This design comes from an exercise in tuning for small area on the open sky130 flow, not from production work.
Where RTL was checked, it was by simulation tests only, not by an equivalence proof against the original.
No functional check of the RTL was part of runs 1 and 2.
No activity file was given, so power comes from the tool's default toggle rates.

## flow/run.sh

```bash
#!/bin/bash
# Standard layout, except that the port buffers are the smallest buffer cell.
set -euo pipefail
export BUFFER_PORTS_ARGS="-buffer_cell sky130_fd_sc_hd__buf_1"
bash standard.sh > standard.log 2>&1
```

## standard.sh

```bash
#!/bin/bash
# synth_recipe.tcl (not shown) runs the flow's synth.tcl, then flattens the netlist and writes it again
# the make line also repeats each setting of config.mk as NAME=value (left out here)
make -C /OpenROAD-flow-scripts/flow DESIGN_CONFIG=/design/flow/config.mk WORK_HOME=/design/flow/orfs CLKGATE_MAP_FILE= SYNTH_SCRIPT=/design/flow/synth_recipe.tcl "${@:-finish}"
```

## config.mk

```make
export PLATFORM = sky130hd
export DESIGN_NAME = skew_feeder
export DESIGN_NICKNAME = skew_feeder
export VERILOG_FILES = /design/flow/design.v
export SDC_FILE = /design/flow/constraint.sdc
export NUM_CORES = 4
export LEC_CHECK = 0
export CAP_MARGIN = 20
export CORE_MARGIN = 2
export CORE_UTILIZATION = 60
export CTS_BUF_LIST = sky130_fd_sc_hd__clkbuf_8
export PLACE_DENSITY = 0.7
export SLEW_MARGIN = 20
```

## constraint.sdc

```tcl
create_clock -name core_clock -period 5.0 [get_ports {clk}]
set_input_delay 1.0000 -clock core_clock [delete_from_list [all_inputs] [get_ports {clk}]]
set_output_delay 1.0000 -clock core_clock [all_outputs]
set_load 0.01 [all_outputs]
```

## design.v

```verilog
package skew_feeder_pkg;
    localparam int SF_DEPTH_DEFAULT      = 8;
    localparam int SF_ARRAY_M_DEFAULT    = 8;
    localparam int SF_DATA_WIDTH_DEFAULT = 32;
    typedef enum logic [1:0] {
        IDLE  = 2'd0,
        LOAD  = 2'd1,
        EMIT  = 2'd2,
        DRAIN = 2'd3
    } feeder_state_e;
    function automatic integer data_set_width(input integer array_m, input integer data_width);
        data_set_width = array_m * data_width;
    endfunction
    function automatic integer cnt_width(input integer depth, input integer array_m);
        cnt_width = $clog2(depth + array_m);
    endfunction
    function automatic integer idx_width(input integer depth);
        idx_width = (depth > 1) ? $clog2(depth) : 1;
    endfunction
    function automatic integer num_cols_width(input integer array_m);
        num_cols_width = $clog2(array_m) + 1;
    endfunction
endpackage
module feeder_row_buf
#(
    parameter int DEPTH      = skew_feeder_pkg::SF_DEPTH_DEFAULT,
    parameter int DATA_WIDTH = skew_feeder_pkg::SF_DATA_WIDTH_DEFAULT
) (
    input  logic                  clk_i,
    input  logic                  shift_i,
    input  logic                  hold_i,
    input  logic [DATA_WIDTH-1:0] tail_i,
    output logic [DATA_WIDTH-1:0] head_n_o    
);
    localparam int W = DEPTH * DATA_WIDTH;
    logic [W-1:0] chain_q;    
    always_ff @(posedge clk_i) begin
        chain_q <= ({~tail_i, chain_q[W-1:DATA_WIDTH]} & {W{shift_i}})
                 | (chain_q & {W{hold_i}});
    end
    assign head_n_o = chain_q[DATA_WIDTH-1:0];
endmodule
module skew_feeder
#(
    parameter int DEPTH      = skew_feeder_pkg::SF_DEPTH_DEFAULT,
    parameter int ARRAY_M    = skew_feeder_pkg::SF_ARRAY_M_DEFAULT,
    parameter int DATA_WIDTH = skew_feeder_pkg::SF_DATA_WIDTH_DEFAULT,
    localparam int DATA_SET_WIDTH = ARRAY_M * DATA_WIDTH,
    localparam int NC_WIDTH       = $clog2(ARRAY_M) + 1
) (
    input  logic                      clk,
    input  logic                      reset,
    input  logic                      start,
    input  logic [NC_WIDTH-1:0]       num_cols,
    input  logic                      in_valid,
    output logic                      in_ready,
    input  logic [DATA_SET_WIDTH-1:0] in_data,
    output logic                      out_valid,
    output logic [DATA_SET_WIDTH-1:0] data_set_out,
    output logic                      drain_out,
    output logic                      busy,
    output logic [1:0]                dbg_state
);
    localparam int NUM_EMIT  = DEPTH + ARRAY_M - 1;         
    localparam int SEQ_W     = $clog2(DEPTH + NUM_EMIT + 4);
    localparam int OUT_FIRST = DEPTH + 2;                   
    localparam int LAST_EMIT = DEPTH + NUM_EMIT - 1;
    localparam int LAST_DRN  = LAST_EMIT + 3;
    logic [1:0]          state_q, state_d;
    logic [SEQ_W-1:0]    cnt_q, cnt_d;
    logic [NC_WIDTH-1:0] ncols_q;
    logic idle, load, emit, drain, accept;
    always_comb begin
        idle   = (state_q == skew_feeder_pkg::IDLE);
        load   = (state_q == skew_feeder_pkg::LOAD);
        emit   = (state_q == skew_feeder_pkg::EMIT);
        drain  = (state_q == skew_feeder_pkg::DRAIN);
        accept = load && in_valid;
    end
    always_comb begin
        state_d = state_q;
        unique case (state_q)
            skew_feeder_pkg::IDLE:  if (start) state_d = skew_feeder_pkg::LOAD;
            skew_feeder_pkg::LOAD:  if (accept && cnt_q == SEQ_W'(DEPTH - 1)) state_d = skew_feeder_pkg::EMIT;
            skew_feeder_pkg::EMIT:  if (cnt_q == SEQ_W'(LAST_EMIT)) state_d = skew_feeder_pkg::DRAIN;
            skew_feeder_pkg::DRAIN: if (cnt_q == SEQ_W'(LAST_DRN))  state_d = skew_feeder_pkg::IDLE;
            default:                state_d = skew_feeder_pkg::IDLE;
        endcase
        if (idle)                       cnt_d = '0;
        else if (accept || emit || drain) cnt_d = cnt_q + SEQ_W'(1);
        else                            cnt_d = cnt_q;
    end
    always_ff @(posedge clk or negedge reset) begin
        if (!reset) begin
            state_q <= skew_feeder_pkg::IDLE;
            cnt_q   <= '0;
        end else begin
            state_q <= state_d;
            cnt_q   <= cnt_d;
        end
    end
    always_ff @(posedge clk) begin
        if (idle && start) begin
            ncols_q <= num_cols;
        end
    end
    logic [ARRAY_M-1:0] esh_q, ehd_q;
    always_ff @(posedge clk) begin
        for (int k = 0; k < ARRAY_M; k++) begin
            esh_q[k] <=  (cnt_d >= SEQ_W'(OUT_FIRST + k));
            ehd_q[k] <= !(cnt_d >= SEQ_W'(OUT_FIRST + k));
        end
    end
    genvar c;
    generate
        for (c = 0; c < ARRAY_M; c++) begin : g_lane
            logic                  win;
            logic [DATA_WIDTH-1:0] head_n;
            assign win = (cnt_q >= SEQ_W'(OUT_FIRST + c))
                      && (cnt_q <  SEQ_W'(OUT_FIRST + c + DEPTH))
                      && (ncols_q[NC_WIDTH-1] || (ncols_q[NC_WIDTH-2:0] > (NC_WIDTH-1)'(c)));
            feeder_row_buf #(
                .DEPTH      (DEPTH),
                .DATA_WIDTH (DATA_WIDTH)
            ) u_lane (
                .clk_i    (clk),
                .shift_i  (accept || esh_q[c]),
                .hold_i   (!accept && ehd_q[c]),
                .tail_i   (in_data[c*DATA_WIDTH +: DATA_WIDTH]),
                .head_n_o (head_n)
            );
            assign data_set_out[c*DATA_WIDTH +: DATA_WIDTH] = ~(head_n | {DATA_WIDTH{!win}});
        end
    endgenerate
    assign in_ready  = load;
    assign out_valid = (cnt_q >= SEQ_W'(OUT_FIRST)) && (cnt_q <= SEQ_W'(LAST_DRN - 1));
    assign drain_out = (cnt_q == SEQ_W'(LAST_DRN));
    assign busy      = !idle;
    assign dbg_state = state_q;
endmodule
```

==> results of run 1 <==
## power by group through the flow
stage / combinational [mW] / sequential, mW / clock [mW]
final: 17.0 / 27.6 / 13.2
after detailed placement: 17.1 / 28.0 / 0
after global placement: 16.7 / 27.8 / 0
after floorplan: 15.7 / 26.6 / 0
after global routing: 19.1 / 28.5 / 14.4
after CTS: 17.2 / 27.7 / 13.6
## how the worst min path moves through the flow
stage,end,slack (ps)
2_1_floorplan,g_lane[0].u_lane.chain_q[224],420
3_3_place_gp,g_lane[2].u_lane.chain_q[254],430
3_5_place_dp,g_lane[2].u_lane.chain_q[231],440
4_1_cts,g_lane[2].u_lane.chain_q[233],140
5_1_grt,g_lane[4].u_lane.chain_q[231],180
6_report,g_lane[2].u_lane.chain_q[233],240
## sequential cells by signal (all words and copies together), names as in the netlist
register / count
cnt_q: 5
esh_q: 8
state_q: 2
ehd_q: 8
g_lane.u_lane.chain_q: 2048
ncols_q: 4
## what timing repair did
item | in CTS | in global routing
endpoints found under the setup margin | 0 | 0
hold buffers | 1 | 0
gates resized for setup | 0 | 0
endpoints found under the hold margin | 7 | 0
## worst register-to-register path: stages (launching register included)
cell	delay, ps
dfrtp_1	420
inv_1	120
ha_1	300
nand2_2	470
nand2b_4	960
buf_12	390
a22o_1	200
## kinds of logic (layout without fill, tap and decap cells)
logic type / count (synthesis) / count (layout) / share of synthesized area
other cells: 0 / 15 / 0
buf+inv: 503 / 1128 / 0.0566
xor+xnor: 3 / 3 / 0.000403
compound gates: 2101 / 2101 / 0.267
flops: 2075 / 2075 / 0.639
fa+ha+maj: 9 / 9 / 0.00173
simple gates: 573 / 573 / 0.0352
mux: 1 / 1 / 0.000173
## placed cells by master (no fill, tap or decap), types with 3 or more instances in the layout
cell type	instances
clkinv_2	21
ha_1	9
dfxtp_1	2064
nand2b_4	8
buf_1	525
inv_1	114
and2_4	8
buf_4	21
a21o_2	4
edfxtp_1	4
diode_2	15
o31ai_1	3
o21ai_0	261
nor2_1	262
a211o_1	3
nand3_1	3
nor3_1	6
clkbuf_8	404
nand2_1	259
dfrtp_1	7
nor2_4	6
buf_12	30
a21oi_1	8
a22o_1	1792
clkinvlp_4	9
and3_1	3
## layout make-up
type,count,area (um^2),share of cell area
well taps,1403,1760,0.0243
repair buffers,578,2750,0.0381
inverters,9,33.8,0.000467
multi-input cells,2687,20000,0.276
diodes,15,37.5,0.000519
clock buffers,404,5560,0.0769
flip-flops and latches,2075,41600,0.575
clock inverters,137,584,0.00808
## Yosys cell counts, drive strengths merged (2+ instances only)
library cell / n
edfxtp: 4
o211ai: 2
nand3: 3
nor3: 6
a21o: 5
o21a: 2
or4: 3
o21ai: 262
inv: 9
o22ai: 4
buf: 393
nand2: 260
ha: 9
and2: 11
dfrtp: 7
clkbuf: 101
nor2: 270
a22o: 1792
dfxtp: 2064
nand2b: 10
xor2: 2
a211o: 3
a21oi: 9
o22a: 3
o31ai: 3
a31oi: 2
and3: 3
a211oi: 5
nand4b: 2
## layer usage
metal	share of wire	vias up	wire length [um]	track usage
met5	0.00047	-	59	0
met4	0.042	10	5220	0.116
met3	0.051	311	6340	0.0469
met2	0.41	908	50800	0.293
met1	0.50	18801	62600	0.319
li1	-	20567	-	-
## per-stage QoR
stage	util	setup slack (ps)	area (um^2)	cells	hold slack (ps)
2_1_floorplan	-	2230	65100	5265	425
3_3_place_gp	0.616	1290	66100	6749	435
3_5_place_dp	0.616	1370	66100	6751	442
4_1_cts	0.673	369	72300	7293	136
5_1_grt	0.674	190	72300	7303	180
6_report	0.674	442	72300	7308	235
==> key figures, run 1 <==
Logic synthesis
  – Yosys reg bits: 2075
  – Synth top area share: 0.634
  – Syn nets: around 5500
  – Async set or reset register ratio after synthesis: 0.00337
  – Yosys cell types: 58
  – Post-synth top area cell: dfxtp_1
  – Top cells by area, synth: dfxtp_1, a22o_1, buf_6, o21ai_0, nor2_1
  – Post-synth EDFFs: 4
  – Synth Area per Inst: 12.4 um^2
  – Seq/Total Area, Yosys: 0.639
  – Primary FF master, synth: dfxtp_1
  – Synth warn: 2
  – Post-synthesis cell count: 5265
  – Netlist Area Pre-Place: approximately 65000 um^2

Drt
  – Via count: 40597
  – DR vias/cell: 5.56
  – Routed WL per cell: ~17 um
  – DRT Wirelength: 125 mm
  – Final ANT Viol Nets: 0
  – Iteration-0 DRC Markers: 3170
  – DR DRC count: 0
  – 1st-pass router iterations: 5

Place
  – DP Wirelength: 77.8 mm
  – Port-buffer cells: 525
  – Final GP Congestion: 0.787

Timing
  – Rel. slew slack: 0.299
  – Worst Skew: 77.7 ps
  – Fin. Hold Viols: 0
  – Setup TNS: 0 ps
  – FMAX: approximately 220 MHz
  – Slew Limit Fails: 0
  – Final critical-path required period: 4560 ps
  – Fin crit share: 0.912
  – # setup viols final: 0
  – RSZ-0062 raised after global routing: no
  – Worst slew pin tran: 1050 ps

CTS
  – H-tree depth: 5
  – CTS tree: yes
  – CTS max path bufs: 4
  – CTS Sinks: about 2100
  – Reg clk slew, reported paths: ~60 ps
  – Clk Tree Root Cell: clkbuf_8
  – Setup bufs post-CTS: 0
  – Clock Latency Late Sink: 940 ps
  – TritonCTS Buffers: 328

Power and ir drop
  – Seq pwr share: 0.477
  – Maximum VDD drop: roughly 0.45 mV
  – Clock share of power: 0.229
  – Pwr dens: 801 nW/um^2
  – Switch Pwr: between 15 and 20 mW
  – Overall power: 57.9 mW
  – Logic pwr share: 0.294
  – Internal Power: 38.9 mW
  – Leakage: 30.5 nW
  – Net Sw Frac: 0.329

Final layout
  – Fin nets: between 5000 and 6000
  – Synthesis-to-finish area growth: 11.0%
  – Share of cells above drive strength 1: 0.0903
  – Fillers: 8255

Global routing
  – Initial antenna violation count: 21
  – Vias in the first global route: 36726
  – Total track usage: 0.216
  – Grt ovf: 0
  – Pin count of the biggest net entering global routing: 176
  – Global-route wire length before repair: a little under 200 mm

Critical path
  – CP endpoint kind: output port
  – Crit path kind: reg2out
  – Crit-path slowest cell: dfrtp_1
  – Worst Setup EP: data_set_out[168]
  – Critical path launch point type: flop
  – Worst EP required: 4000 ps
  – Worst-path cell chain: ha_1, and3_1, ha_1, a41oi_1, a211o_1, buf_4, nor2_1, buf_1
  – WP buf/inv: 2
  – RR Startpoint: state_q[1]
  – Worst Reg2Reg Path Length in Cells: 6
  – Most frequent CP cell: ha_1
  – Levels on crit path: 8
  – Top delay family on crit path: flip-flops
  – CP max stage delay: between 600 and 700 ps
  – R2R Path End: g_lane[5].u_lane.chain_q[159]
  – CP max FO: 24
  – R2R setup slack: 2030 ps
  – CP startpoint: cnt_q[1]
  – WP data arrival: 3560 ps

Die
  – IO Pins: 526
  – Die H: 333 um
  – Die ar.: 111000 um^2
  – Die Wd: 333 um
  – Initial Utilization: 0.607
  – Site Rows: 120
  – Core area: 107000 um^2

Flow run
  – MaxCap Viol Count: 0

Worst hold path
  – Worst Hold Class: in2reg
  – Hold Path Stages: 2
  – Hold path start: in_data[73]

Outcome
  – Status: finished clean
==> inputs of run 2 (changes only) <==
==> run.sh (new file) <==
#!/bin/bash
# synth_recipe.tcl (not shown) runs the flow's synth.tcl, then flattens the netlist and writes it again
# the make line also repeats each setting of config.mk as NAME=value (left out here)
make -C /OpenROAD-flow-scripts/flow DESIGN_CONFIG=/design/flow/config.mk WORK_HOME=/design/flow/orfs CLKGATE_MAP_FILE= SYNTH_SCRIPT=/design/flow/synth_recipe.tcl finish
--- a/config.mk
+++ b/config.mk
@@ -10,3 +10,3 @@
 export CORE_UTILIZATION = 60
-export CTS_BUF_LIST = sky130_fd_sc_hd__clkbuf_8
+export CTS_BUF_LIST = sky130_fd_sc_hd__clkbuf_4
 export PLACE_DENSITY = 0.7
removed: flow/run.sh
removed: standard.sh
==> run 2 against run 1 <==
- clock skew shrank 9.7 ps
- routed wire length up 3.2%
- largest cell class unchanged
- hold slack gained 85 ps
- critical path type unchanged
- first-iteration DRC count decreased by 12%
- sequential share of layout area shrank 2.5 points
- highest routed layer unchanged
- synthesized cell count unchanged
==> key figures, run 2 <==
CTS
  – TritonCTS Buffers: a little under 500
  – CTS max path bufs: 4
  – CTS tree: yes
  – CTS Sinks: around 2100
  – H-tree depth: 5
  – Clk Tree Root Cell: clkbuf_4
  – Reg clk slew, reported paths: 70 ps
  – Clock Latency Late Sink: between 1000 and 1500 ps

Place
  – DP Wirelength: 80.7 mm
  – Cell Area, Placed: 69600 um^2
  – Port-buffer cells: 525
  – Setup WS pre-CTS: 986 ps
  – Final GP Congestion: 0.817

Timing
  – Fin. Hold Viols: 0
  – # setup viols final: 0
  – RSZ-0062 raised after global routing: yes
  – Rel. slew slack: 0.364
  – Worst slew pin tran: 954 ps
  – FMAX: 210 MHz
  – Final setup margin: between 200 and 250 ps
  – Slew Limit Fails: 0
  – Worst Skew: between 60 and 70 ps
  – Hold_ws: 321 ps
  – Fin crit share: 0.954
  – Final critical-path required period: 4770 ps

Logic synthesis
  – Async set or reset register ratio after synthesis: 0.00337
  – Compound-cell area share of the yosys netlist: 0.267
  – Mux contribution to synthesized area: 0.000173
  – Yosys cell types: 58
  – Yosys reg bits: 2075
  – Synth warn: 2
  – Synth top cells by count: dfxtp_1, a22o_1, nor2_1
  – Synth Area per Inst: 12.4 um^2
  – Post-Synth Simple-Gate Area: 0.0352
  – Xor and xnor fraction of the mapped netlist area: 0.000403
  – Primary FF master, synth: dfxtp_1
  – Seq/Total Area, Yosys: 0.639
  – Largest family of logic cells by synthesized area: compound AO/OA/AOI/OAI gates
  – Syn nets: ~5500
  – Post-synth EDFFs: 4
  – Adder-cell share of the synthesized area: 0.00173
  – Most numerous cell in the Yosys netlist: dfxtp_1
  – Post-synthesis cell count: 5265
  – Netlist Area Pre-Place: approximately 65000 um^2
  – Post-synth top area cell: dfxtp_1
  – Synth top area share: 0.634
  – Top cells by area, synth: dfxtp_1, a22o_1, buf_6, o21ai_0, nor2_1

Final layout
  – Synthesis-to-finish area growth: 16.1%
  – Commonest non-fill, non-tap cell in the layout: dfxtp_1
  – Share of cells above drive strength 1: 0.137
  – Commonest cells after routing, fill and taps aside: dfxtp_1, a22o_1, clkbuf_4, clkdlybuf4s50_1, nor2_1
  – Reg with most FFs: g_lane.u_lane.chain_q
  – Largest registers: g_lane.u_lane.chain_q (2048), ehd_q (8), esh_q (8)
  – Post-route cell area: 75700 um^2
  – Fin nets: 6150
  – Max reg flops: 2048
  – Fillers: approximately 8000

Die
  – Die H: 333 um
  – Core area: roughly 110000 um^2
  – Die Wd: 333 um
  – Die ar.: 111000 um^2
  – Site Rows: 120
  – IO Pins: 526
  – Initial Utilization: 0.607

Critical path
  – WP buf/inv: 2
  – Crit path kind: reg2out
  – WP data arrival: approximately 3800 ps
  – Top delay family on crit path: buffers and inverters
  – Worst EP required: 4000 ps
  – Crit-path slowest cell: clkdlybuf4s50_1
  – CP endpoint kind: output port
  – Critical path launch point type: flop
  – CP max FO: 24
  – Worst-path cell chain: ha_2, and3_1, ha_1, a41oi_1, a211o_4, buf_4, nor2_1, clkdlybuf4s50_1
  – CP max stage delay: 550 ps

Flow run
  – MaxCap Viol Count: 0

Power and ir drop
  – Pwr dens: 777 nW/um^2
  – Leakage: 31.9 nW
  – Maximum VDD drop: 0.491 mV

Global routing
  – Total track usage: 0.225
  – Grt ovf: 0
  – GR Layer Usage met2: 0.320
  – Initial antenna violation count: 37
  – Pin count of the biggest net entering global routing: between 200 and 250
  – M3 GR Usage: 0.0626
  – Met1 Use GR: 0.315
  – Vias in the first global route: 38792
  – Busiest layer in global routing: met2
  – Global-route wire length before repair: 206 mm

Drt
  – Routed WL per cell: 16.9 um
  – 1st-pass router iterations: 5
  – Via count: 42040
  – DR vias/cell: 5.50
  – Final ANT Viol Nets: 0
  – DR DRC count: 0
  – DRT Wirelength: 129 mm
  – Iteration-0 DRC Markers: between 2000 and 3000

Worst hold path
  – Worst Hold Class: in2reg

Outcome
  – Status: finished clean
==> run 2: cell families (layout without fill, tap and decap cells) <==
logic type	count (synthesis)	in the layout
XOR/XNOR	3	3
other	0	26
flip-flops	2075	2075
multiplexers	1	1
adder cells (fa/ha/maj)	9	9
buffers and inverters	503	1445
AND/OR/NAND/NOR	573	573
AO/OA/AOI/OAI	2101	2102
==> run 2: through the flow <==
| step | power [mW] | setup TNS (ps) | instances | utilization |
|---|---|---|---|---|
| after floorplan | 42.2 | 0 | 5265 | - |
| after global placement | 45.8 | 0 | 6768 | 0.648 |
| after detailed placement | 46.5 | 0 | 6770 | 0.648 |
| after CTS | 59.4 | 0 | 7608 | 0.704 |
| after global routing | 62.9 | -156 | 7633 | 0.705 |
| final | 58.8 | 0 | 7637 | 0.705 |
==> run 2: worst reg2reg max path: stages (launching register included) <==
cell	delay [ps]
dfrtp_1	430
inv_1	120
ha_1	330
nand2_2	490
nand2b_4	890
buf_12	410
a22o_1	200
==> run 2: final cells by class <==
type | instances | area, um^2 | share of cell area
Timing Repair Buffer | 606 | 6290 | 0.0832
Clock inverter | 127 | 593 | 0.00784
Inverter | 9 | 33.8 | 0.000447
Antenna cell | 26 | 65.1 | 0.000860
Tap cell | 1403 | 1760 | 0.0232
Multi-Input combinational cell | 2688 | 20000 | 0.265
Sequential cell | 2075 | 41600 | 0.550
Clock buffer | 703 | 5280 | 0.0698
==> run 2: where the power goes <==
| group | switching (mW) | internal, mW |
|---|---|---|
| registers | 3.84 | 23.7 |
| clock network | 6.03 | 6.56 |
| logic | 9.30 | 9.32 |
==> run 2: timing repair <==
item / in CTS / in global routing
resized for setup: 9 / 3
buffers inserted: 6 / 3
gates cloned: 1 / 0
hold buffers: 1 / 0
pin swaps: 2 / 0
setup endpoints to repair: 76 / 63
endpoints found under the hold margin: 7 / 0
==> run 2: final timing paths <==
path	depth (start not counted)	start	slack, ps	endpoint
max	8	cnt_q[1]	230	data_set_out[168]
min	2	in_data[45]	320	g_lane[1].u_lane.chain_q[237]
max reg2reg	6	state_q[1]	2050	g_lane[0].u_lane.chain_q[6]
min reg2reg	1	g_lane[2].u_lane.chain_q[255]	430	g_lane[2].u_lane.chain_q[223]
max in group asynchronous	2	reset	4010	cnt_q[4]
min in group asynchronous	2	reset	690	state_q[1]
==> run 2: metal layers <==
metal / vias to the layer above / wire [um]
met4: 32 / 3660
met1: 19632 / 62200
met3: 240 / 7650
met2: 919 / 55300
met5: - / 211
li1: 21217 / -
==> inputs of run 3 (changes only) <==
--- a/design.v
+++ b/design.v
@@ -30,13 +30,12 @@
     input  logic                  shift_i,
-    input  logic                  hold_i,
     input  logic [DATA_WIDTH-1:0] tail_i,
-    output logic [DATA_WIDTH-1:0] head_n_o    
+    output logic [DATA_WIDTH-1:0] head_o
 );
-    localparam int W = DEPTH * DATA_WIDTH;
-    logic [W-1:0] chain_q;    
+    logic [DEPTH*DATA_WIDTH-1:0] chain_q;
     always_ff @(posedge clk_i) begin
-        chain_q <= ({~tail_i, chain_q[W-1:DATA_WIDTH]} & {W{shift_i}})
-                 | (chain_q & {W{hold_i}});
+        if (shift_i) begin
+            chain_q <= {tail_i, chain_q[DEPTH*DATA_WIDTH-1:DATA_WIDTH]};
+        end
     end
-    assign head_n_o = chain_q[DATA_WIDTH-1:0];
+    assign head_o = chain_q[DATA_WIDTH-1:0];
 endmodule
@@ -106,9 +105,2 @@
     end
-    logic [ARRAY_M-1:0] esh_q, ehd_q;
-    always_ff @(posedge clk) begin
-        for (int k = 0; k < ARRAY_M; k++) begin
-            esh_q[k] <=  (cnt_d >= SEQ_W'(OUT_FIRST + k));
-            ehd_q[k] <= !(cnt_d >= SEQ_W'(OUT_FIRST + k));
-        end
-    end
     genvar c;
@@ -116,7 +108,9 @@
         for (c = 0; c < ARRAY_M; c++) begin : g_lane
+            logic                  shift;
             logic                  win;
-            logic [DATA_WIDTH-1:0] head_n;
-            assign win = (cnt_q >= SEQ_W'(OUT_FIRST + c))
-                      && (cnt_q <  SEQ_W'(OUT_FIRST + c + DEPTH))
-                      && (ncols_q[NC_WIDTH-1] || (ncols_q[NC_WIDTH-2:0] > (NC_WIDTH-1)'(c)));
+            logic [DATA_WIDTH-1:0] head;
+            assign shift = accept || (cnt_q >= SEQ_W'(OUT_FIRST + c));
+            assign win   = (cnt_q >= SEQ_W'(OUT_FIRST + c))
+                        && (cnt_q <  SEQ_W'(OUT_FIRST + c + DEPTH))
+                        && (ncols_q[NC_WIDTH-1] || (ncols_q[NC_WIDTH-2:0] > (NC_WIDTH-1)'(c)));
             feeder_row_buf #(
@@ -125,9 +119,8 @@
             ) u_lane (
-                .clk_i    (clk),
-                .shift_i  (accept || esh_q[c]),
-                .hold_i   (!accept && ehd_q[c]),
-                .tail_i   (in_data[c*DATA_WIDTH +: DATA_WIDTH]),
-                .head_n_o (head_n)
+                .clk_i   (clk),
+                .shift_i (shift),
+                .tail_i  (in_data[c*DATA_WIDTH +: DATA_WIDTH]),
+                .head_o  (head)
             );
-            assign data_set_out[c*DATA_WIDTH +: DATA_WIDTH] = ~(head_n | {DATA_WIDTH{!win}});
+            assign data_set_out[c*DATA_WIDTH +: DATA_WIDTH] = head & {DATA_WIDTH{win}};
         end
--- a/config.mk
+++ b/config.mk
@@ -10,3 +10,2 @@
 export CORE_UTILIZATION = 60
-export CTS_BUF_LIST = sky130_fd_sc_hd__clkbuf_4
 export PLACE_DENSITY = 0.7
==> run 3 against run 2 <==
- critical endpoint is now data_set_out[57]
- still clean on timing, DRC and antenna
- sequential cell count fell by 16
- synthesized area decreased by 1.3%
- utilization is 2.3 points higher
==> key figures, run 3 <==
Outcome
  – Status: finished clean

Timing
  – Fin crit share: 0.939
  – Rel. slew slack: 0.344
  – Worst slew pin tran: 984 ps
  – Worst Skew: 25.6 ps
  – RSZ-0062 raised after global routing: no
  – FMAX: between 200 and 250 MHz
  – Final setup margin: 306 ps
  – Final critical-path required period: between 4000 and 5000 ps
  – Fin. Hold Viols: 0
  – # setup viols final: 0
  – Slew Limit Fails: 0

Final layout
  – Fin nets: 3430
  – Commonest non-fill, non-tap cell in the layout: edfxtp_1
  – Share of cells above drive strength 1: 0.107
  – Reg with most FFs: g_lane.u_lane.chain_q
  – Post-route cell area: just under 80000 um^2
  – Commonest cells after routing, fill and taps aside: edfxtp_1, clkdlybuf4s50_1, and2_1, clkbuf_16, clkbuf_1
  – Synthesis-to-finish area growth: 20.8%
  – Largest registers: g_lane.u_lane.chain_q (2048), cnt_q (5), ncols_q (4)
  – Max reg flops: 2048

Logic synthesis
  – Seq/Total Area, Yosys: 0.961
  – Async set or reset register ratio after synthesis: 0.00340
  – Primary FF master, synth: edfxtp_1
  – Synth warn: 2
  – Post-Synth Simple-Gate Area: 0.0296
  – Post-synth top area cell: edfxtp_1
  – Xor and xnor fraction of the mapped netlist area: 0.000409
  – Largest family of logic cells by synthesized area: simple AND/OR/NAND/NOR gates
  – Netlist Area Pre-Place: 64300 um^2
  – Post-synthesis cell count: roughly 2400
  – Syn nets: approximately 2700
  – Synth top cells by count: edfxtp_1, and2_1, and2_4
  – Yosys cell types: 44
  – Most numerous cell in the Yosys netlist: edfxtp_1
  – Top cells by area, synth: edfxtp_1, and2_1, and2_4, dfrtp_1, ha_1
  – Post-synth EDFFs: 2052
  – Synth top area share: 0.958
  – Yosys reg bits: just over 2000
  – Adder-cell share of the synthesized area: 0.00175
  – Mux contribution to synthesized area: 0.000175
  – Synth Area per Inst: 26.4 um^2
  – Compound-cell area share of the yosys netlist: 0.00360

Drt
  – DR vias/cell: roughly 5.0
  – DR DRC count: 0
  – Iteration-0 DRC Markers: 1871
  – DRT Wirelength: 94.2 mm
  – 1st-pass router iterations: 5
  – Via count: 23585
  – Routed WL per cell: 20.0 um
  – Final ANT Viol Nets: 0

Die
  – Site Rows: 120
  – IO Pins: 526
  – Die Wd: 331 um
  – Core area: about 110000 um^2
  – Die ar.: approximately 110000 um^2
  – Die H: 331 um
  – Initial Utilization: 0.602

Worst hold path
  – Worst Hold Class: reg2reg
  – Hold path start: g_lane[5].u_lane.chain_q[220]
  – Hold Path Stages: 0

Critical path
  – Crit path kind: reg2out
  – Worst Reg2Reg Path Length in Cells: 6
  – CP startpoint: cnt_q[0]
  – WP data arrival: about 3700 ps
  – Top delay family on crit path: simple AND/OR/NAND/NOR gates
  – Levels on crit path: 6
  – WP buf/inv: 1
  – Crit-path slowest cell: nor3_4
  – CP endpoint kind: output port
  – CP max stage delay: 830 ps
  – Critical path launch point type: flop
  – R2R setup slack: approximately 1800 ps
  – CP max FO: 32
  – Worst EP required: approximately 4000 ps
  – Worst-path cell chain: ha_1, a211o_1, a21oi_1, nor3_4, and2_1, clkdlybuf4s50_1
  – RR Startpoint: state_q[1]
  – R2R Path End: g_lane[3].u_lane.chain_q[220]
  – Worst Setup EP: data_set_out[57]

CTS
  – CTS Sinks: 2059
  – Clk Tree Root Cell: clkbuf_16
  – H-tree depth: 4
  – Setup bufs post-CTS: 0
  – Clock Latency Late Sink: roughly 760 ps
  – CTS tree: yes
  – PostCTS Resize Cnt: 0
  – Reg clk slew, reported paths: 60 ps
  – CTS max path bufs: 3
  – Hold buffer count at CTS: 0
  – TritonCTS Buffers: 186

Place
  – Port-buffer cells: approximately 530
  – Cell Area, Placed: 71700 um^2
  – Final GP Congestion: 0.800
  – Setup WS pre-CTS: 1100 ps
  – DP Wirelength: approximately 57 mm

Global routing
  – Pin count of the biggest net entering global routing: 171
  – Grt ovf: 0
  – Vias in the first global route: 23792
  – Total track usage: 0.173
  – Global-route wire length before repair: 141 mm
  – Initial antenna violation count: 18

Flow run
  – MaxCap Viol Count: 0

Power and ir drop
  – Pwr dens: between 700 and 800 nW/um^2
  – Maximum VDD drop: 0.657 mV
  – Leakage: roughly 26 nW
-- run 3: changes by cell type after synthesis, moves of 9 or more --
cell,delta
and2_4,+22
nand2_1,-251
nand2b_1,-9
buf_6,-201
buf_2,-176
dfxtp_1,-2064
and2_1,+225
o21ai_0,-259
a22o_1,-1792
clkbuf_1,-85
edfxtp_1,+2048
nor2_1,-260
-- run 3: worst min path at each step --
| stage | endpoint | slack (ps) |
|---|---|---|
| floorplan | g_lane[0].u_lane.chain_q[0] | 400 |
| global placement | g_lane[1].u_lane.chain_q[76] | 400 |
| detailed placement | g_lane[0].u_lane.chain_q[111] | 400 |
| CTS | g_lane[7].u_lane.chain_q[34] | 410 |
| global route | g_lane[5].u_lane.chain_q[98] | 410 |
| finish | g_lane[5].u_lane.chain_q[188] | 400 |
-- run 3: power breakdown --
group | total (mW) | switching, mW | internal [mW]
Sequential | 34.6 | 2.50 | 32.1
Clock | 13.5 | 5.80 | 7.71
Combinational | 7.76 | 5.36 | 2.40
-- run 3: routing by layer --
metal	track usage	vias to the layer above	wire length, um
li1	-	11071	-
met1	0.230	11614	38000
met2	0.279	665	47200
met3	0.0466	209	6150
met4	0.0683	26	2730
met5	0	-	153
-- run 3: stage by stage --
stage	utilization	cells	hold WS (ps)	setup TNS, ps	power [mW]
finish	0.728	4712	402	0	55.8
CTS	0.727	4705	405	0	56.6
detailed placement	0.672	4372	405	0	42.8
floorplan	-	2436	400	-3384910	36.9
global placement	0.672	4372	400	0	41.9
global route	0.727	4709	414	0	58.5
-- run 3: cells by family after synthesis --
logic type | count (synthesis)
compound gates | 30
xor+xnor | 3
fa+ha+maj | 9
buf+inv | 40
flops | 2059
mux | 1
simple gates | 294
-- run 3: final cells by class --
type / instances / area [um^2]
tap: 1403 / 1760
sequential: 2059 / 61800
timing repair buffer: 565 / 5750
clock inverter: 103 / 998
fill: 5834 / 29100
clock buffer: 230 / 4900
inverter: 8 / 36.3
antenna: 7 / 17.5
multi-input combinational: 337 / 2410
==> inputs of run 4 (changes only) <==
--- a/design.v
+++ b/design.v
@@ -30,2 +30,3 @@
     input  logic                  shift_i,
+    input  logic                  hold_i,
     input  logic [DATA_WIDTH-1:0] tail_i,
@@ -33,7 +34,7 @@
 );
-    logic [DEPTH*DATA_WIDTH-1:0] chain_q;
+    localparam int W = DEPTH * DATA_WIDTH;
+    logic [W-1:0] chain_q;    
     always_ff @(posedge clk_i) begin
-        if (shift_i) begin
-            chain_q <= {tail_i, chain_q[DEPTH*DATA_WIDTH-1:DATA_WIDTH]};
-        end
+        chain_q <= ~(({tail_i, chain_q[W-1:DATA_WIDTH]} | {W{hold_i}})
+                   & (chain_q | {W{shift_i}}));
     end
@@ -105,2 +106,25 @@
     end
+    logic [ARRAY_M-1:0] esh_q, ehd_q;
+    always_ff @(posedge clk) begin
+        for (int k = 0; k < ARRAY_M; k++) begin
+            esh_q[k] <=  (cnt_d >= SEQ_W'(OUT_FIRST + k));
+            ehd_q[k] <= !(cnt_d >= SEQ_W'(OUT_FIRST + k));
+        end
+    end
+    logic               tgl_q;
+    logic [DEPTH-1:0]   par_q;
+    always_ff @(posedge clk or negedge reset) begin
+        if (!reset) begin
+            tgl_q <= 1'b0;
+        end else begin
+            tgl_q <= !tgl_q;
+        end
+    end
+    always_ff @(posedge clk) begin
+        for (int r = 0; r < DEPTH; r++) begin
+            if (accept && cnt_q[$clog2(DEPTH)-1:0] == $clog2(DEPTH)'(r)) begin
+                par_q[r] <= !tgl_q;
+            end
+        end
+    end
     genvar c;
@@ -108,9 +132,14 @@
         for (c = 0; c < ARRAY_M; c++) begin : g_lane
-            logic                  shift;
             logic                  win;
+            logic                  flip;
+            logic                  pass_w, inv_w;
+            logic [$clog2(DEPTH)-1:0] row;
             logic [DATA_WIDTH-1:0] head;
-            assign shift = accept || (cnt_q >= SEQ_W'(OUT_FIRST + c));
-            assign win   = (cnt_q >= SEQ_W'(OUT_FIRST + c))
-                        && (cnt_q <  SEQ_W'(OUT_FIRST + c + DEPTH))
-                        && (ncols_q[NC_WIDTH-1] || (ncols_q[NC_WIDTH-2:0] > (NC_WIDTH-1)'(c)));
+            assign win = (cnt_q >= SEQ_W'(OUT_FIRST + c))
+                      && (cnt_q <  SEQ_W'(OUT_FIRST + c + DEPTH))
+                      && (ncols_q[NC_WIDTH-1] || (ncols_q[NC_WIDTH-2:0] > (NC_WIDTH-1)'(c)));
+            assign row    = cnt_q[$clog2(DEPTH)-1:0] - $clog2(DEPTH)'(OUT_FIRST + c);
+            assign flip   = !(tgl_q ^ par_q[row]);
+            assign pass_w = win && !flip;
+            assign inv_w  = win && flip;
             feeder_row_buf #(
@@ -120,3 +149,4 @@
                 .clk_i   (clk),
-                .shift_i (shift),
+                .shift_i (accept || esh_q[c]),
+                .hold_i  (!accept && ehd_q[c]),
                 .tail_i  (in_data[c*DATA_WIDTH +: DATA_WIDTH]),
@@ -124,3 +154,4 @@
             );
-            assign data_set_out[c*DATA_WIDTH +: DATA_WIDTH] = head & {DATA_WIDTH{win}};
+            assign data_set_out[c*DATA_WIDTH +: DATA_WIDTH] =
+                (head & {DATA_WIDTH{pass_w}}) | (~head & {DATA_WIDTH{inv_w}});
         end
==> flow/run.sh (new file) <==
#!/bin/bash
# The standard layout (standard.sh), with two changes:
#  - the port buffers that buffer_ports inserts use the smallest buffer cell;
#  - clock tree synthesis clusters about 11 flip-flops per clkbuf_4 leaf
#    buffer and inserts no dummy loads.
# make writes every tool's full log under orfs/logs/; standard.log has make's output.
set -euo pipefail
export BUFFER_PORTS_ARGS="-buffer_cell sky130_fd_sc_hd__buf_1"
export CTS_ARGS="-sink_clustering_enable -sink_clustering_size 11 -sink_clustering_max_diameter 38 -buf_list sky130_fd_sc_hd__clkbuf_4 -dont_use_dummy_load -repair_clock_nets"
bash standard.sh > standard.log 2>&1
==> standard.sh (new file) <==
#!/bin/bash
# synth_recipe.tcl (not shown) runs the flow's synth.tcl, then flattens the netlist and writes it again
# the make line also repeats each setting of config.mk as NAME=value (left out here)
make -C /OpenROAD-flow-scripts/flow DESIGN_CONFIG=/design/flow/config.mk WORK_HOME=/design/flow/orfs CLKGATE_MAP_FILE= SYNTH_SCRIPT=/design/flow/synth_recipe.tcl "${@:-finish}"
--- a/config.mk
+++ b/config.mk
@@ -9,4 +9,4 @@
 export CORE_MARGIN = 2
-export CORE_UTILIZATION = 60
-export PLACE_DENSITY = 0.7
+export CORE_UTILIZATION = 70
+export PLACE_DENSITY = 0.8
 export SLEW_MARGIN = 20
removed: run.sh
==> run 4 against run 3 <==
- still clean
- die area is 19% lower
- via count is 81% higher
- clock power is about 50% lower
- sequential share of layout area is 17 points lower
==> key figures, run 4 <==
Outcome
  – Status: finished clean

Logic synthesis
  – Yosys reg bits: 2084
  – Post-Synth Simple-Gate Area: 0.0143
  – Post-synth EDFFs: 12
  – Primary FF master, synth: dfxtp_1
  – Most numerous cell in the Yosys netlist: dfxtp_1
  – Synth top area share: 0.680
  – Synth Area per Inst: 11.7 um^2
  – Top cells by area, synth: dfxtp_1, o22ai_1, clkbuf_1, mux2i_1, xor2_1
  – Largest family of logic cells by synthesized area: compound AO/OA/AOI/OAI gates
  – Xor and xnor fraction of the mapped netlist area: 0.00995
  – Netlist Area Pre-Place: 60700 um^2
  – Adder-cell share of the synthesized area: 0.00350
  – Synth top cells by count: dfxtp_1, o22ai_1, clkbuf_1
  – Syn nets: 5491
  – Seq/Total Area, Yosys: 0.690
  – Yosys cell types: 52
  – Synth warn: 2
  – Post-synthesis cell count: about 5200
  – Mux contribution to synthesized area: 0.0276
  – Post-synth top area cell: dfxtp_1
  – Compound-cell area share of the yosys netlist: 0.222
  – Async set or reset register ratio after synthesis: 0.00384

Timing
  – Worst Skew: 82.5 ps
  – # setup viols final: 0
  – Setup TNS: 0 ps
  – Final setup margin: between 200 and 250 ps
  – Worst slew pin tran: between 1000 and 1500 ps
  – RSZ-0062 raised after global routing: yes
  – Rel. slew slack: 0.302
  – Final critical-path required period: 4780 ps
  – FMAX: roughly 210 MHz
  – Fin crit share: 0.955
  – Fin. Hold Viols: 0
  – Slew Limit Fails: 0

Final layout
  – Final design utilization: 0.777
  – Commonest cells after routing, fill and taps aside: dfxtp_1, o22ai_1, buf_1, clkbuf_4, dlygate4sd3_1
  – Post-Layout Cell Count: 6891
  – Register area: 41900 um^2
  – Fin nets: 5995
  – Max reg flops: 2048
  – Reg with most FFs: g_lane.u_lane.chain_q
  – Synthesis-to-finish area growth: 10.5%
  – Commonest non-fill, non-tap cell in the layout: dfxtp_1
  – Fillers: roughly 5600
  – Share of cells above drive strength 1: 0.0611
  – Multi-input gate area: 17200 um^2

Place
  – Dpl cells: 6437
  – Setup WS pre-CTS: between 800 and 900 ps
  – Port-buffer cells: 525
  – Final GP Congestion: approximately 0.87
  – DP Wirelength: 81.4 mm

CTS
  – Clk Tree Root Cell: clkbuf_4
  – CTS max path bufs: 3
  – Reg clk slew, reported paths: between 100 and 150 ps
  – CTS tree: yes
  – H-tree depth: 4
  – CTS Sinks: around 2100
  – Clock Latency Late Sink: 1120 ps
  – TritonCTS Buffers: 219

Critical path
  – Worst-path cell chain: buf_4, ha_1, ha_1, mux2i_2, nor3b_4, a21oi_2, buf_4, mux2i_1, buf_1
  – CP max stage delay: ~470 ps
  – Critical path launch point type: flop
  – Worst Reg2Reg Path Length in Cells: 7
  – RR Startpoint: state_q[1]
  – CP endpoint kind: output port
  – Worst EP required: 4000 ps
  – Crit path kind: reg2out
  – CP startpoint: cnt_q[0]
  – CP max FO: 32
  – WP data arrival: between 3000 and 4000 ps
  – Crit-path slowest cell: ha_1

Die
  – Die H: roughly 300 um
  – Die Wd: 299 um
  – Core area: 86300 um^2
  – IO Pins: 526
  – Site Rows: 108
  – Initial Utilization: 0.703
  – Die ar.: 89100 um^2

Global routing
  – Grt ovf: 0
  – Vias in the first global route: 38550
  – Pin count of the biggest net entering global routing: 167
  – Total track usage: 0.278
  – Initial antenna violation count: 35
  – Global-route wire length before repair: 203 mm

Drt
  – Routed WL per cell: between 15 and 20 um
  – 1st-pass router iterations: 5
  – Final ANT Viol Nets: 0
  – DR vias/cell: 6.21
  – DR DRC count: 0
  – DRT Wirelength: about 130 mm
  – Iteration-0 DRC Markers: 3101
  – Via count: 42778

Power and ir drop
  – Pwr dens: 875 nW/um^2
  – Maximum VDD drop: 0.591 mV
  – Overall power: 58.7 mW
  – Leakage: 25.3 nW

Worst hold path
  – Hold path start: in_data[43]
  – Worst Hold Class: in2reg
  – Hold Path Stages: 2

Flow run
  – MaxCap Viol Count: 0
[run 4: cell types whose count changed after synthesis, sizes merged, moves of 63 or more]
cell / before / now
edfxtp: 2052 / 12
clkbuf: 16 / 462
xor2: 2 / 65
and2: 257 / 9
a21oi: 7 / 72
dfxtp: 0 / 2064
o22ai: 1 / 2048
mux2i: 0 / 146
nor2: 10 / 140
[run 4: power by group]
group | leakage, nW | total, mW | internal [mW] | switching, mW
logic | 6.69 | 20.2 | 8.97 | 11.3
registers | 17.6 | 31.8 | 26.2 | 5.57
clock network | 1.01 | 6.69 | 2.01 | 4.68
total | 25.3 | 58.7 | 37.2 | 21.5
[run 4: layer usage]
| metal | track usage | share of wire | vias to the layer above |
|---|---|---|---|
| met2 | 0.427 | 0.46 | 1068 |
| met5 | 0 | 0.0011 | - |
| met4 | 0.130 | 0.042 | 24 |
| met1 | 0.378 | 0.45 | 20076 |
| met3 | 0.0627 | 0.053 | 313 |
| li1 | - | - | 21297 |
[run 4: cell type report]
type	count	area share
Antenna cell	24	0.000895
Tap cell	1155	0.0215
Timing Repair Buffer	796	0.0721
Multi-Input combinational cell	2601	0.256
Inverter	12	0.000690
Sequential cell	2084	0.624
Clock buffer	219	0.0245
[run 4: kinds of logic (layout without fill, tap and decap cells)]
kind of cell,count (synthesis),after routing
XOR/XNOR,69,69
other,0,24
AO/OA/AOI/OAI,2159,2159
adder cells (fa/ha/maj),17,17
flip-flops,2084,2084
multiplexers,157,159
AND/OR/NAND/NOR,197,197
buffers and inverters,527,1027
[run 4: stage by stage]
step,cell area [um^2],hold WS [ps]
after floorplan,60700,412
after global placement,63100,415
after detailed placement,63100,422
after CTS,67000,0.261
after global routing,67100,33.2
final,67100,157
[run 4: worst max-delay path, delay by kind of cell (launching register included)]
family / cells / cell delay [ps]
adders and majority gates: 2 / 780
muxes: 2 / 540
buffers and inverters: 3 / 660
DFF: 1 / 370
AOI/OAI and AO/OA: 1 / 80
and+or+nand+nor: 1 / 280
[run 4: final timing paths]
| kind | end | slack [ps] |
|---|---|---|
| worst max-delay path | data_set_out[63] | 220 |
| worst min-delay path | g_lane[1].u_lane.chain_q[235] | 160 |
| worst max register to register | g_lane[4].u_lane.chain_q[198] | 1610 |
| worst min register to register | g_lane[0].u_lane.chain_q[93] | 400 |
| max in group asynchronous | cnt_q[0] | 3930 |
| min in group asynchronous | cnt_q[2] | 520 |
[run 4: timing repair]
action                     in CTS  in global routing
hold endpoints to repair      214                  0
setup buffers                   0                  2
setup endpoints to repair     220                180
hold buffers                  207                  0
resized for setup              18                 15
cloned                          2                  0
==> inputs of run 5 (changes only) <==
==> flow/run.sh (replaced) <==
#!/bin/bash
# The standard layout (standard.sh), with two changes:
#  - the port buffers that buffer_ports inserts use the smallest buffer cell;
#  - clock tree synthesis clusters about 10 flip-flops per clkbuf_4 leaf
#    buffer, with clkbuf_16 at the root and clkbuf_8 in the trunk, and
#    inserts no dummy loads.
# make writes every tool's full log under orfs/logs/; standard.log has make's output.
set -euo pipefail
export BUFFER_PORTS_ARGS="-buffer_cell sky130_fd_sc_hd__buf_1"
export CTS_ARGS="-sink_clustering_enable -sink_clustering_size 10 -sink_clustering_max_diameter 35 -buf_list sky130_fd_sc_hd__clkbuf_4 -root_buf sky130_fd_sc_hd__clkbuf_16 -tree_buf sky130_fd_sc_hd__clkbuf_8 -dont_use_dummy_load -repair_clock_nets"
bash standard.sh > standard.log 2>&1
--- a/config.mk
+++ b/config.mk
@@ -7,6 +7,6 @@
 export LEC_CHECK = 0
-export CAP_MARGIN = 20
+export CAP_MARGIN = 0
 export CORE_MARGIN = 2
-export CORE_UTILIZATION = 70
-export PLACE_DENSITY = 0.8
-export SLEW_MARGIN = 20
+export CORE_UTILIZATION = 80
+export PLACE_DENSITY = 0.9
+export SLEW_MARGIN = 0
==> run 5 against run 4 <==
- still clean
- combinational power about the same
- clock skew increased by 44 ps
- cell count decreased by 5.6%
- utilization increased by 8.1 points
- register-to-register slack improved by 230 ps
- total power increased by 1.0%
- global-route usage increased by 3.4 points
- largest power group unchanged
==> key figures, run 5 <==
Outcome
  – Status: finished clean

CTS
  – Clk Tree Root Cell: clkbuf_16
  – Clock Latency Late Sink: 750 ps
  – CTS tree: yes
  – TritonCTS Buffers: 235
  – H-tree depth: 4
  – CTS max path bufs: 3
  – Reg clk slew, reported paths: 100 ps
  – Hold buffer count at CTS: 0
  – CTS Sinks: 2084

Timing
  – Final critical-path required period: 4890 ps
  – Setup TNS: 0 ps
  – Slew Limit Fails: 0
  – FMAX: between 200 and 250 MHz
  – Fin. Hold Viols: 0
  – Worst slew pin tran: around 1100 ps
  – RSZ-0062 raised after global routing: yes
  – Final setup margin: 114 ps
  – # setup viols final: 0
  – Rel. slew slack: 0.275
  – Worst Skew: around 130 ps
  – Fin crit share: 0.977

Critical path
  – WP data arrival: 3890 ps
  – RR Startpoint: state_q[1]
  – Crit path kind: reg2out
  – Worst EP required: roughly 4000 ps
  – CP max FO: 18
  – Critical path launch point type: flop
  – CP endpoint kind: output port
  – CP startpoint: cnt_q[2]

Final layout
  – Max reg flops: 2048
  – Commonest non-fill, non-tap cell in the layout: dfxtp_1
  – Post-Layout Cell Count: 6506
  – Fin nets: 5802
  – Post-route cell area: between 60000 and 70000 um^2
  – Commonest cells after routing, fill and taps aside: dfxtp_1, o22ai_1, buf_1, clkbuf_4, nor2_1
  – Final design utilization: 0.859
  – Multi-input gate area: 17100 um^2
  – Synthesis-to-finish area growth: 6.84%
  – Share of cells above drive strength 1: 0.0640
  – Fillers: 3798
  – Register area: 41900 um^2
  – Reg with most FFs: g_lane.u_lane.chain_q

Place
  – Cell Area, Placed: 62800 um^2
  – Setup WS pre-CTS: a little under 700 ps
  – DP Wirelength: 81.8 mm
  – Port-buffer cells: 525
  – Dpl cells: between 6000 and 7000
  – Final GP Congestion: 0.889

Power and ir drop
  – Logic pwr share: 0.340
  – Pwr dens: 914 nW/um^2
  – Switch Pwr: approximately 22 mW
  – Clock share of power: 0.120
  – Maximum VDD drop: 0.723 mV
  – Net Sw Frac: 0.370
  – Leakage: around 25 nW
  – Internal Power: 37.4 mW
  – Seq pwr share: 0.540

Die
  – Die H: 280 um
  – IO Pins: 526
  – Initial Utilization: 0.804
  – Die ar.: 78100 um^2
  – Die Wd: ~280 um
  – Core area: 75600 um^2
  – Site Rows: 101

Logic synthesis
  – Post-synth top area cell: dfxtp_1
  – Top cells by area, synth: dfxtp_1, o22ai_1, clkbuf_1, mux2i_1, xor2_1
  – Synth warn: 2
  – Synth Area per Inst: around 12 um^2
  – Post-synthesis cell count: 5210
  – Synth top cells by count: dfxtp_1, o22ai_1, clkbuf_1
  – Yosys reg bits: 2084
  – Most numerous cell in the Yosys netlist: dfxtp_1
  – Post-synth EDFFs: 12
  – Async set or reset register ratio after synthesis: 0.00384
  – Seq/Total Area, Yosys: 0.690
  – Primary FF master, synth: dfxtp_1
  – Synth top area share: 0.680
  – Syn nets: 5491
  – Netlist Area Pre-Place: 60700 um^2
  – Yosys cell types: 52

Worst hold path
  – Worst Hold Class: in2async

Drt
  – 1st-pass router iterations: 5
  – Final ANT Viol Nets: 0
  – DR vias/cell: 6.57
  – Iteration-0 DRC Markers: between 3000 and 4000
  – DR DRC count: 0
  – Routed WL per cell: 19.9 um
  – Via count: 42751
  – DRT Wirelength: 129 mm

Global routing
  – Grt ovf: 0
  – Vias in the first global route: 39504
  – Global-route wire length before repair: 199 mm
  – Initial antenna violation count: 14
  – Total track usage: 0.312
  – Pin count of the biggest net entering global routing: 257

Flow run
  – MaxCap Viol Count: 0
-- run 5: cell counts after synthesis --
Identical to the previous run, type by type.
-- run 5: final timing paths --
kind                                                  to  slack, ps  depth (start not counted)
max                                     data_set_out[27]        110                          8
min                                           state_q[1]        240                          1
min in group core_clock    g_lane[2].u_lane.chain_q[139]        360                          1
min reg2reg                g_lane[2].u_lane.chain_q[139]        360                          1
max in group asynchronous                     state_q[0]       4350                          1
max reg2reg                 g_lane[5].u_lane.chain_q[54]       1840                          7
-- run 5: layer usage --
metal | share of wire | global-route usage | wire length (um) | vias up
met2 | 0.48 | 0.499 | 61400 | 1321
met3 | 0.058 | 0.0599 | 7490 | 355
li1 | - | - | - | 20855
met5 | 0.00043 | 0 | 56 | -
met1 | 0.42 | 0.409 | 54300 | 20208
met4 | 0.046 | 0.161 | 6000 | 12
-- run 5: final cells by class --
class,count,share of cell area
diodes,9,0.000347
well taps,978,0.0189
flip-flops and latches,2084,0.646
repair buffers,587,0.0420
multi-input cells,2601,0.264
clock buffers,235,0.0290
inverters,12,0.000694
-- run 5: cell families after synthesis --
| logic type | synth area share |
|---|---|
| compound gates | 0.222 |
| xor+xnor | 0.00995 |
| fa+ha+maj | 0.00350 |
| buf+inv | 0.0334 |
| flops | 0.690 |
| mux | 0.0276 |
| simple gates | 0.0143 |
-- run 5: stage by stage --
stage                     total power, mW  hold WS (ps)
final                                59.3           236
after global routing                 62.9           239
after CTS                            58.9           200
after detailed placement             51.9           421
after global placement               50.0           415
after floorplan                      46.1           412
-- run 5: critical path: stages (launching register included) --
cell and delay, ps:
dfrtp_1 720, inv_1 270, ha_1 310, inv_1 90, o21ai_0 190, a211oi_2 790, mux2i_4 400, mux2i_1 270
buf_1 180
-- run 5: power by group through the flow --
stage / Sequential, mW / Combinational (mW) / Clock (mW)
after global placement: 31.5 / 18.5 / 0
final: 32.0 / 20.2 / 7.10
after floorplan: 30.0 / 16.1 / 0
after global routing: 32.9 / 22.1 / 7.86
after detailed placement: 32.2 / 19.7 / 0
after CTS: 31.9 / 19.9 / 7.18
-- run 5: repair_timing --
item | in CTS | in global routing
setup endpoints to repair | 21 | 96
setup buffers | 0 | 4
cloned | 0 | 2
resized for setup | 1 | 9
endpoints found under the hold margin | 0 | 0
pin swaps | 0 | 0
==> inputs of run 6 (changes only) <==
--- a/config.mk
+++ b/config.mk
@@ -7,6 +7,6 @@
 export LEC_CHECK = 0
-export CAP_MARGIN = 0
+export CAP_MARGIN = 20
 export CORE_MARGIN = 2
-export CORE_UTILIZATION = 80
-export PLACE_DENSITY = 0.9
-export SLEW_MARGIN = 0
+export CORE_UTILIZATION = 75
+export PLACE_DENSITY = 0.85
+export SLEW_MARGIN = 20
==> run 6 against run 5 <==
- still clean
- register-to-register slack gained 480 ps
- cell count grew 1.8%
- routed wire length shrank 3.3%
- critical path depth grew 1
==> key figures, run 6 <==
Outcome
  – Status: finished clean

Timing
  – Final critical-path required period: approximately 4700 ps
  – # setup viols final: 0
  – FMAX: 211 MHz
  – Slew Limit Fails: 0
  – Worst Skew: 79.9 ps
  – Fin crit share: 0.948
  – Worst slew pin tran: 852 ps
  – Fin. Hold Viols: 0
  – Rel. slew slack: 0.428

Drt
  – Final ANT Viol Nets: 0
  – 1st-pass router iterations: 6
  – Iteration-0 DRC Markers: 2752
  – DR vias/cell: 6.39
  – DR DRC count: 0
  – DRT Wirelength: 125 mm
  – Via count: 42289
  – Routed WL per cell: around 19 um

Place
  – DP Wirelength: 82.5 mm
  – Cell Area, Placed: approximately 63000 um^2
  – Dpl cells: between 6000 and 7000
  – Final GP Congestion: about 0.90
  – Port-buffer cells: 525

Critical path
  – CP max FO: 32
  – Crit path kind: reg2out
  – Worst Reg2Reg Path Length in Cells: 7
  – R2R setup slack: approximately 2300 ps
  – Worst EP required: 4000 ps
  – WP data arrival: around 3700 ps
  – CP startpoint: cnt_q[1]
  – RR Startpoint: state_q[1]
  – Critical path launch point type: flop
  – R2R Path End: g_lane[3].u_lane.chain_q[242]
  – CP endpoint kind: output port

Global routing
  – Total track usage: 0.285
  – Global-route wire length before repair: between 150 and 200 mm
  – Initial antenna violation count: 15
  – Vias in the first global route: 37841
  – Grt ovf: 0
  – Pin count of the biggest net entering global routing: around 150

Worst hold path
  – Worst Hold Class: in2async

Logic synthesis
  – Yosys reg bits: 2084
  – Post-synth EDFFs: 12
  – Seq/Total Area, Yosys: 0.690
  – Post-synthesis cell count: 5210
  – Syn nets: around 5500
  – Synth Area per Inst: 11.7 um^2
  – Netlist Area Pre-Place: 60700 um^2
  – Primary FF master, synth: dfxtp_1
  – Top cells by area, synth: dfxtp_1, o22ai_1, clkbuf_1, mux2i_1, xor2_1
  – Post-synth top area cell: dfxtp_1
  – Yosys cell types: 52
  – Synth top cells by count: dfxtp_1, o22ai_1, clkbuf_1
  – Most numerous cell in the Yosys netlist: dfxtp_1
  – Synth warn: 2
  – Synth top area share: 0.680
  – Async set or reset register ratio after synthesis: 0.00384

CTS
  – CTS tree: yes
  – Hold buffer count at CTS: 0
  – H-tree depth: 4
  – Clock Latency Late Sink: 710 ps
  – Reg clk slew, reported paths: 100 ps
  – Clk Tree Root Cell: clkbuf_16
  – CTS Sinks: 2084
  – CTS max path bufs: 3
  – TritonCTS Buffers: 233

Die
  – Die H: 289 um
  – Die ar.: approximately 83000 um^2
  – Site Rows: 104
  – Initial Utilization: 0.756
  – IO Pins: between 500 and 600
  – Core area: 80300 um^2
  – Die Wd: 289 um

Power and ir drop
  – Net Sw Frac: 0.363
  – Internal Power: 37.7 mW
  – Maximum VDD drop: ~0.67 mV
  – Clock share of power: 0.118
  – Leakage: approximately 25 nW
  – Seq pwr share: 0.539
  – Switch Pwr: 21.4 mW
  – Logic pwr share: 0.343
  – Pwr dens: 904 nW/um^2

Final layout
  – Post-route cell area: 65400 um^2
  – Reg with most FFs: g_lane.u_lane.chain_q
  – Max reg flops: 2048
  – Synthesis-to-finish area growth: 7.75%
  – Fin nets: 5830
  – Commonest cells after routing, fill and taps aside: dfxtp_1, o22ai_1, buf_1, clkbuf_4, nor2_1
  – Share of cells above drive strength 1: 0.0681
  – Commonest non-fill, non-tap cell in the layout: dfxtp_1
  – Post-Layout Cell Count: 6620

Flow run
  – MaxCap Viol Count: 0
## run 6: cell types whose count changed in the layout (fill, tap and decap cells not counted), moves of 2 or more
cell and delta:
o221ai_2 -2, o221ai_1 +2, buf_4 +8, mux2i_4 -5, mux2i_1 +2, diode_2 +4
buf_12 +23, clkbuf_4 -2
## run 6: stage by stage
step	utilization	hold WS, ps	setup TNS [ps]	setup slack (ps)	total power [mW]
floorplan	-	412	0	1410	46.1
CTS	0.814	220	0	187	59.1
global placement	0.790	415	0	803	50.6
global route	0.815	262	-22.8	-15.5	63.0
detailed placement	0.790	423	0	678	52.2
finish	0.815	284	0	260	59.1
## run 6: logic make-up after synthesis
group                    Yosys count  synth area share
AO/OA/AOI/OAI                   2159             0.222
flip-flops                      2084             0.690
buffers and inverters            527            0.0334
AND/OR/NAND/NOR                  197            0.0143
multiplexers                     157            0.0276
XOR/XNOR                          69           0.00995
adder cells (fa/ha/maj)           17           0.00350
## run 6: area by class of cell
cell class,count,area (um^2)
Antenna cell,13,32.5
Clock buffer,233,1870
Fill cell,4770,14900
Inverter,12,45.0
Multi-Input combinational cell,2600,17000
Sequential cell,2084,41900
Tap cell,1060,1330
Timing Repair Buffer,618,3240
## run 6: power groups by stage
stage	logic (mW)	registers (mW)	clock network, mW
CTS	20.2	31.8	7.18
finish	20.3	31.9	7.00
floorplan	16.1	30.0	0
global route	22.4	32.8	7.82
global placement	19.0	31.6	0
detailed placement	20.0	32.1	0
## run 6: worst max-delay path by stage
stage / end / slack (ps) / depth (start not counted)
6_report: data_set_out[55] / 260 / 9
4_1_cts: data_set_out[141] / 190 / 8
3_3_place_gp: data_set_out[173] / 800 / 8
3_5_place_dp: data_set_out[173] / 680 / 8
5_1_grt: data_set_out[55] / -20 / 9
2_1_floorplan: data_set_out[161] / 1410 / 9
## run 6: per-layer routing
| layer | routed length (um) | vias to the layer above | track usage | part of all wire |
|---|---|---|---|---|
| met3 | 7720 | 246 | 0.0536 | 0.062 |
| met2 | 57300 | 1195 | 0.438 | 0.46 |
| met5 | 37 | - | 0 | 0.00030 |
| met1 | 54800 | 19920 | 0.394 | 0.44 |
| met4 | 5070 | 6 | 0.137 | 0.041 |
| li1 | - | 20922 | - | - |
## run 6: what timing repair did
| action | CTS | global route |
|---|---|---|
| pin swaps | 0 | 1 |
| cloned | 0 | 1 |
| setup buffers | 4 | 1 |
| endpoints found under the setup margin | 2 | 5 |
| gates resized for setup | 0 | 4 |
## run 6: worst max-delay path: stages (launching register included)
cell and delay, ps:
dfrtp_1 590, inv_1 210, ha_1 460, mux4_2 350, mux2i_1 390, nor3b_4 350
a21oi_2 100, buf_4 260, mux2i_1 210, buf_1 180
==> inputs of run 7 (changes only) <==
--- a/config.mk
+++ b/config.mk
@@ -9,4 +9,4 @@
 export CORE_MARGIN = 2
-export CORE_UTILIZATION = 75
-export PLACE_DENSITY = 0.85
+export CORE_UTILIZATION = 80
+export PLACE_DENSITY = 0.9
 export SLEW_MARGIN = 20
==> run 7 against run 6 <==
- design area is 0.82% lower
- via count up 0.83%
- sequential power hardly changed
- largest power group unchanged
==> key figures, run 7 <==
Critical path
  – R2R Path End: g_lane[7].u_lane.chain_q[103]
  – Most frequent CP cell: buf_4
  – Critical path launch point type: flop
  – RR Startpoint: state_q[1]
  – Crit path kind: reg2out
  – CP max FO: 16
  – CP endpoint kind: output port
  – Worst Reg2Reg Path Length in Cells: 7
  – WP data arrival: between 3000 and 4000 ps
  – Levels on crit path: 8
  – Top delay family on crit path: multiplexers
  – Crit-path slowest cell: mux2i_4
  – WP buf/inv: 3
  – Worst-path cell chain: buf_4, mux4_2, mux2i_1, buf_4, mux2i_4, nor2_1, a21oi_1, buf_1
  – R2R setup slack: between 1500 and 2000 ps
  – Worst EP required: 4000 ps
  – CP max stage delay: 600 ps

Logic synthesis
  – Yosys reg bits: 2084
  – Yosys cell types: 52
  – Synth Area per Inst: about 12 um^2
  – Syn nets: 5491
  – Post-synth top area cell: dfxtp_1
  – Most numerous cell in the Yosys netlist: dfxtp_1
  – Primary FF master, synth: dfxtp_1
  – Synth top cells by count: dfxtp_1, o22ai_1, clkbuf_1
  – Post-synthesis cell count: ~5200
  – Async set or reset register ratio after synthesis: 0.00384
  – Seq/Total Area, Yosys: 0.690
  – Synth warn: 2
  – Post-synth EDFFs: 12
  – Top cells by area, synth: dfxtp_1, o22ai_1, clkbuf_1, mux2i_1, xor2_1
  – Netlist Area Pre-Place: 60700 um^2
  – Synth top area share: 0.680

Final layout
  – Max reg flops: ~2000
  – Fin nets: 5803
  – Fillers: 3780
  – Commonest cells after routing, fill and taps aside: dfxtp_1, o22ai_1, buf_1, clkbuf_4, nor2_1
  – Share of cells above drive strength 1: 0.0643
  – Synthesis-to-finish area growth: 6.86%
  – Commonest non-fill, non-tap cell in the layout: dfxtp_1
  – Reg with most FFs: g_lane.u_lane.chain_q

Place
  – DP Wirelength: 81.7 mm
  – Port-buffer cells: 525
  – Final GP Congestion: 0.889

Drt
  – Via count: 42642
  – Routed WL per cell: 19.8 um
  – Iteration-0 DRC Markers: 3323
  – DR DRC count: 0
  – DRT Wirelength: 129 mm
  – Final ANT Viol Nets: 0
  – DR vias/cell: 6.55
  – 1st-pass router iterations: 8

Die
  – IO Pins: 526
  – Initial Utilization: 0.804
  – Core area: 75600 um^2
  – Site Rows: 101
  – Die ar.: about 78000 um^2
  – Die H: 280 um
  – Die Wd: about 280 um

Power and ir drop
  – Net Sw Frac: 0.369
  – Switch Pwr: 21.9 mW
  – Clock share of power: 0.119
  – Logic pwr share: 0.340
  – Pwr dens: 914 nW/um^2
  – Overall power: 59.3 mW
  – Maximum VDD drop: between 0.6 and 0.7 mV
  – Seq pwr share: 0.540
  – Leakage: 24.5 nW
  – Internal Power: 37.4 mW

CTS
  – TritonCTS Buffers: 236
  – CTS max path bufs: 3
  – H-tree depth: 4
  – Hold buffer count at CTS: 0
  – CTS Sinks: 2084
  – Reg clk slew, reported paths: 90 ps
  – Clock Latency Late Sink: 730 ps
  – CTS tree: yes
  – Clk Tree Root Cell: clkbuf_16

Global routing
  – Global-route wire length before repair: 199 mm
  – Grt ovf: 0
  – Pin count of the biggest net entering global routing: 257
  – Initial antenna violation count: 13
  – Vias in the first global route: 39302
  – Total track usage: 0.312

Timing
  – # setup viols final: 0
  – Fin crit share: 0.975
  – Slew Limit Fails: 0
  – Final critical-path required period: 4870 ps
  – Hold_ws: 265 ps
  – Rel. slew slack: 0.236
  – Worst Skew: 122 ps
  – Fin. Hold Viols: 0
  – Worst slew pin tran: 1140 ps
  – FMAX: roughly 200 MHz

Worst hold path
  – Worst Hold Class: in2async

Flow run
  – MaxCap Viol Count: 0

Outcome
  – Status: finished clean
## run 7: cell counts after synthesis
Identical to the previous run, type by type.
## run 7: power groups by stage
stage / sequential, mW / clock (mW) / combinational, mW
after global placement: 31.5 / 0 / 18.5
after floorplan: 30.0 / 0 / 16.1
after detailed placement: 32.2 / 0 / 19.7
after global routing: 32.9 / 7.85 / 22.1
after CTS: 31.9 / 7.18 / 19.9
final: 32.0 / 7.09 / 20.2
## run 7: final cells by class
cell class / count / area (um^2) / area share
diodes: 8 / 20.0 / 0.000309
clock buffers: 236 / 1890 / 0.0291
inverters: 12 / 45.0 / 0.000694
multi-input cells: 2601 / 17100 / 0.263
flip-flops and latches: 2084 / 41900 / 0.645
well taps: 978 / 1220 / 0.0189
repair buffers: 587 / 2740 / 0.0422
## run 7: timing repair
action,in CTS,in global routing
endpoints found under the setup margin,0,99
resized for setup,0,9
setup buffers,0,4
## run 7: how the worst max path moves through the flow
stage	from	to	slack [ps]
after floorplan	cnt_q[0]	data_set_out[161]	1410
after global placement	cnt_q[0]	data_set_out[240]	890
after detailed placement	cnt_q[0]	data_set_out[14]	760
after CTS	cnt_q[0]	data_set_out[153]	20
after global routing	cnt_q[0]	data_set_out[128]	-5
final	cnt_q[0]	data_set_out[128]	130
## run 7: routing by layer
layer / up-vias / track usage / wire, um / part of all wire
met5: - / 0 / 66 / 0.00051
met4: 12 / 0.162 / 6060 / 0.047
met3: 347 / 0.0590 / 7380 / 0.057
met2: 1344 / 0.499 / 61100 / 0.47
met1: 20081 / 0.409 / 54300 / 0.42
li1: 20858 / - / - / -
## run 7: kinds of logic (layout without fill, tap and decap cells)
group           after synthesis  in the layout  synth area share
xor+xnor                     69             69           0.00995
simple gates                197            197            0.0143
buf+inv                     527            835            0.0334
mux                         157            159            0.0276
flops                      2084           2084             0.690
fa+ha+maj                    17             17           0.00350
compound gates             2159           2159             0.222
other cells                   0              8                 0
## run 7: metrics by stage
step	TNS (ps)	instance area [um^2]	utilization	worst slack [ps]	std cells
global route	-4.66	64900	0.859	-4.66	6504
detailed placement	0	62800	0.832	765	6256
floorplan	0	60700	-	1410	5210
global placement	0	62800	0.832	885	6256
CTS	0	64700	0.857	20.2	6492
finish	0	64900	0.859	126	6506

-- re-timing with driven ports --
The flow's constraints put no driver on any port. The routed layouts listed below were extracted and timed again, unchanged, in two steps. Step 1, drivers: a clkbuf_16 drives clk and a buf_2 each remaining input, both assumed. Step 2 adds t to the input delays and takes it off the output delays; t is the mean of the earliest and latest rising clock arrival at the registers after step 1. Input paths then give back, and output paths get back, about the clock's delay inside the block. Slacks: ideal ports / drivers / drivers and shift; pairs: ideal ports / drivers.
run	t (ns)	setup WS [ns]	hold slack, ns	worst setup path after step 2
run 1	0.974	0.442 / 0.371 / 1.345	0.235 / 0.189 / 0.408	register to output
run 2	1.261	0.232 / 0.162 / 1.280	0.321 / 0.271 / 0.426	input to register
run 3	0.818	0.306 / 0.236 / 1.053	0.402 / 0.402 / 0.402	register to output
run 4	1.135	0.224 / 0.155 / 1.187	0.157 / 0.114 / 0.395	input to register
run 5	0.758	0.114 / 0.040 / 0.798	0.236 / 0.248 / 0.364	register to output
run 6	0.738	0.260 / 0.188 / 0.926	0.284 / 0.310 / 0.389	register to output
run 7	0.742	0.126 / 0.056 / 0.798	0.265 / 0.282 / 0.364	register to output
After both steps every run listed still meets setup and hold.
